Background: an optimization exercise with open tools, aiming at small area, a short achievable clock period and few clock cycles. Do not read the settings as production practice. In this exercise RTL edits were held to simulation tests only and were not proved equivalent to the original. No activity file was given, so power comes from the tool's default toggle rates.

Design sorted_set_statistics_top, start of the top module:
module sorted_set_statistics_top #(
  parameter int MAX_ITEMS  = 128,
  parameter int VALUE_BITS = 16
) (
  input  logic                                    clk,
  input  logic                                    rst_n,
  input  logic                                    in_valid,
  output logic                                    in_stall,
  input  logic signed [VALUE_BITS-1:0]            in_sample_value,
  input  logic                                    in_set_end,
  output logic                                    out_valid,
  input  logic                                    out_stall,
  output logic [sss_pkg::OUT_COUNT_W-1:0]         out_item_count,
  output logic signed [sss_pkg::OUT_VALUE_W-1:0]  out_smallest,
  output logic signed [sss_pkg::OUT_VALUE_W-1:0]  out_largest,
  output logic signed [sss_pkg::OUT_VALUE_W-1:0]  out_middle_value,
  output logic signed [sss_pkg::OUT_AVG_W-1:0]    out_average_q8,
  output logic                                    out_overflowed
);
For scale: roughly 9300 cells after synthesis, roughly 3300 flip-flops, about 100 I/O pins, roughly 110000 um2 of cells after synthesis.
export LEC_CHECK = 0
export CAP_MARGIN = 20
export CORE_MARGIN = 8
export CORE_UTILIZATION = 50
export CTS_CLUSTER_DIAMETER = 70
export CTS_CLUSTER_SIZE = 28
export SETUP_SLACK_MARGIN = 3.3
export SLEW_MARGIN = 20
create_clock -name core_clock -period 6.0 [get_ports {clk}]
run.sh (not shown) runs the stock make flow with config.mk's settings and CLKGATE_MAP_FILE= SYNTH_SCRIPT=/design/flow/synth_recipe.tcl, a recipe that flattens the netlist after the stock synthesis.
The starting point completed without violations.
Testbench counts at the start, summed over its fixed seeds: cycles 18,946.
Next try:
Settings changed: CORE_UTILIZATION 50 to 60, SETUP_SLACK_MARGIN 3.3 to 3.1.
=> The new run finished with timing, DRC and antenna clean. Flip-flop and latch count is unchanged. Power is lower by 1.7%. Hold slack gains 0.0051 ns. Final area is lower by 1.5%.
Next try:
Settings changed: CORE_UTILIZATION 60 to 50.
After rerunning: The new run completed without violations. Non-clock buffer count decreases by 84. Worst setup slack gets worse by 0.20 ns. First-iteration DRC count decreases by about 14%. Combinational power is about the same.


Another version of the RTL of sorted_set_statistics_top (not shown whole).
Size in the first run: roughly 9700 cells after synthesis, ~3300 flip-flops, about 100 I/O pins.
Design sorted_set_statistics_top, start of the top module:
module sorted_set_statistics_top #(
  parameter int MAX_ITEMS  = 128,
  parameter int VALUE_BITS = 16
) (
  input  logic                                    clk,
  input  logic                                    rst_n,
  input  logic                                    in_valid,
  output logic                                    in_stall,
  input  logic signed [VALUE_BITS-1:0]            in_sample_value,
  input  logic                                    in_set_end,
  output logic                                    out_valid,
  input  logic                                    out_stall,
  output logic [sss_pkg::OUT_COUNT_W-1:0]         out_item_count,
  output logic signed [sss_pkg::OUT_VALUE_W-1:0]  out_smallest,
  output logic signed [sss_pkg::OUT_VALUE_W-1:0]  out_largest,
  output logic signed [sss_pkg::OUT_VALUE_W-1:0]  out_middle_value,
  output logic signed [sss_pkg::OUT_AVG_W-1:0]    out_average_q8,
  output logic                                    out_overflowed
);
  localparam int CW = $clog2(MAX_ITEMS + 1);
  localparam int SW = VALUE_BITS + CW - 1;
  localparam int NQ = 4;                       
  localparam int GS = 8;                       
  localparam int NG = MAX_ITEMS / GS;
  localparam int GW = $clog2(GS + 1);
  typedef enum logic [2:0] {
    ST_IDLE,
    ST_RUN,
    ST_MID,
    ST_DONE,
    ST_BYP
  } st_t;
  logic                         in_stall_r;
  logic                         accept;
  logic [CW-1:0]                acc_cnt, acc_cnt_nxt;    
  logic                         s0_v, s0_keep, s0_end;
  logic signed [VALUE_BITS-1:0] s0_w;
  assign in_stall    = in_stall_r;
  assign accept      = in_valid && !in_stall_r;
  assign acc_cnt_nxt = !accept ? acc_cnt : in_set_end ? '0 : acc_cnt + CW'(!acc_cnt[CW-1]);
  always_ff @(posedge clk) begin
    s0_w    <= in_sample_value;
    s0_end  <= in_set_end;
    s0_keep <= !acc_cnt[CW-1];
    if (!rst_n) begin
      s0_v    <= 1'b0;
      acc_cnt <= '0;
    end else begin
      s0_v    <= accept;
      acc_cnt <= acc_cnt_nxt;
    end
  end
  logic                         wr, fin;
  logic [CW-1:0]                cnt_r, cnt_nxt;
  logic signed [SW-1:0]         sum_r, sum_nxt;
  logic signed [VALUE_BITS-1:0] min_r, max_r, min_nxt, max_nxt;
  logic                         drop_r, drop_nxt;
  ...
Settings: LEC_CHECK=0, CAP_MARGIN=20, CORE_MARGIN=8, CORE_UTILIZATION=50, CTS_CLUSTER_DIAMETER=70, CTS_CLUSTER_SIZE=28, SETUP_SLACK_MARGIN=2.9, SLEW_MARGIN=20; clock period 6.0 ns.
The first run produced a clean layout.
Testbench counts at the start, summed over its fixed seeds: cycles 18,819.
==> next run, changes <==
Settings changed: SETUP_SLACK_MARGIN 2.9 to 2.6.
Sequential power barely changes. Synthesized cell count stays the same. Routed wire length falls by a few percent. Clock-buffer cell count falls by 8. Area after synthesis stays the same. Non-clock buffer count falls by 188. Utilization falls by 1.7 points. Cell count falls slightly. Clock skew stays flat. Design area falls by a few percent.


sorted_set_statistics_top, a different RTL version from the one above (not shown whole).
Size in the first run: ~9600 cells after synthesis, roughly 3300 flip-flops, roughly 100 I/O pins.
==> flow/design.v (excerpt) <==
module sorted_set_statistics_top #(
  parameter int MAX_ITEMS  = 128,
  parameter int VALUE_BITS = 16
) (
  input  logic                                    clk,
  input  logic                                    rst_n,
  input  logic                                    in_valid,
  output logic                                    in_stall,
  input  logic signed [VALUE_BITS-1:0]            in_sample_value,
  input  logic                                    in_set_end,
  output logic                                    out_valid,
  input  logic                                    out_stall,
  output logic [sss_pkg::OUT_COUNT_W-1:0]         out_item_count,
  output logic signed [sss_pkg::OUT_VALUE_W-1:0]  out_smallest,
  output logic signed [sss_pkg::OUT_VALUE_W-1:0]  out_largest,
  output logic signed [sss_pkg::OUT_VALUE_W-1:0]  out_middle_value,
  output logic signed [sss_pkg::OUT_AVG_W-1:0]    out_average_q8,
  output logic                                    out_overflowed
);
  localparam int CW = $clog2(MAX_ITEMS + 1);
  localparam int SW = VALUE_BITS + CW - 1;
  localparam int NQ = 4;                       
  localparam int GS = 8;                       
  localparam int NG = MAX_ITEMS / GS;
  localparam int GW = $clog2(GS + 1);
  typedef enum logic [2:0] {
    ST_IDLE,
    ST_RUN,
    ST_MID,
    ST_DONE
  } st_t;
  logic                         in_stall_r;
  logic                         accept;
  logic [CW-1:0]                acc_cnt, acc_cnt_nxt;    
  ...
Settings: LEC_CHECK=0, CAP_MARGIN=20, CORE_MARGIN=8, CORE_UTILIZATION=50, CTS_CLUSTER_DIAMETER=70, CTS_CLUSTER_SIZE=28, SETUP_SLACK_MARGIN=2.9, SLEW_MARGIN=20; clock period 6.0 ns.
The baseline completed with no timing, DRC or antenna violations.
Testbench counts at the start, summed over its fixed seeds: cycles 19,091.
Then changed:
Settings changed: SETUP_SLACK_MARGIN 2.9 to 3.1.
Outcome: Final cell count is higher by 1.1%. Register-to-register slack gains 0.06 ns. Design area is higher by 2.3%. Area after synthesis does not change. Clock power is about the same. Maximum frequency is higher by 1.7%. Sequential cell count does not change. Power is higher by 3.7%.

-- static timing again, ports no longer ideal --
The results above use ideal ports. As a check the final layouts listed here were re-extracted and re-timed, cells and wires unchanged. Step 1: set_driving_cell puts a clkbuf_16 on clk and a buf_2 on each other input, an assumption about the parent block. Step 2 moves the port delays by t, midway between the first and last clock arrival at a register: inputs arrive t later, outputs are due t later. That takes back most of the time a late clock gives input paths. Three values: no drivers, after step 1, after step 2; two values: the first two.
run | t (ns) | slack for setup (ns) | worst setup path at the end | latest minus earliest clock arrival (ns) | worst register clock-pin slew, ns
the first run of note 1 | 0.956 | 2.703 / 2.703 / 2.248 | input to register | 0.057 / 0.056 | 0.11 / 0.11
the second run of note 1 | 0.953 | 2.674 / 2.674 / 2.279 | input to register | 0.041 / 0.041 | 0.11 / 0.11
the third run of note 1 | 0.947 | 2.472 / 2.472 / 2.267 | input to register | 0.055 / 0.055 | 0.11 / 0.11
the first run of note 2 | 0.974 | 2.319 / 2.319 / 1.991 | input to register | 0.061 / 0.061 | 0.11 / 0.11
the second run of note 2 | 0.954 | 2.098 / 2.098 / 1.916 | input to register | 0.066 / 0.066 | 0.11 / 0.11
the first run of note 3 | 0.955 | 2.668 / 2.668 / 2.099 | input to register | 0.034 / 0.034 | 0.11 / 0.11
the second run of note 3 | 0.968 | 2.724 / 2.724 / 2.167 | input to register | 0.037 / 0.037 | 0.11 / 0.11
After both steps setup and hold are still met in every run listed. The setup slack of the first run of note 3, which loses most, moves by 0.000 ns with the drivers and by -0.569 ns with both steps.
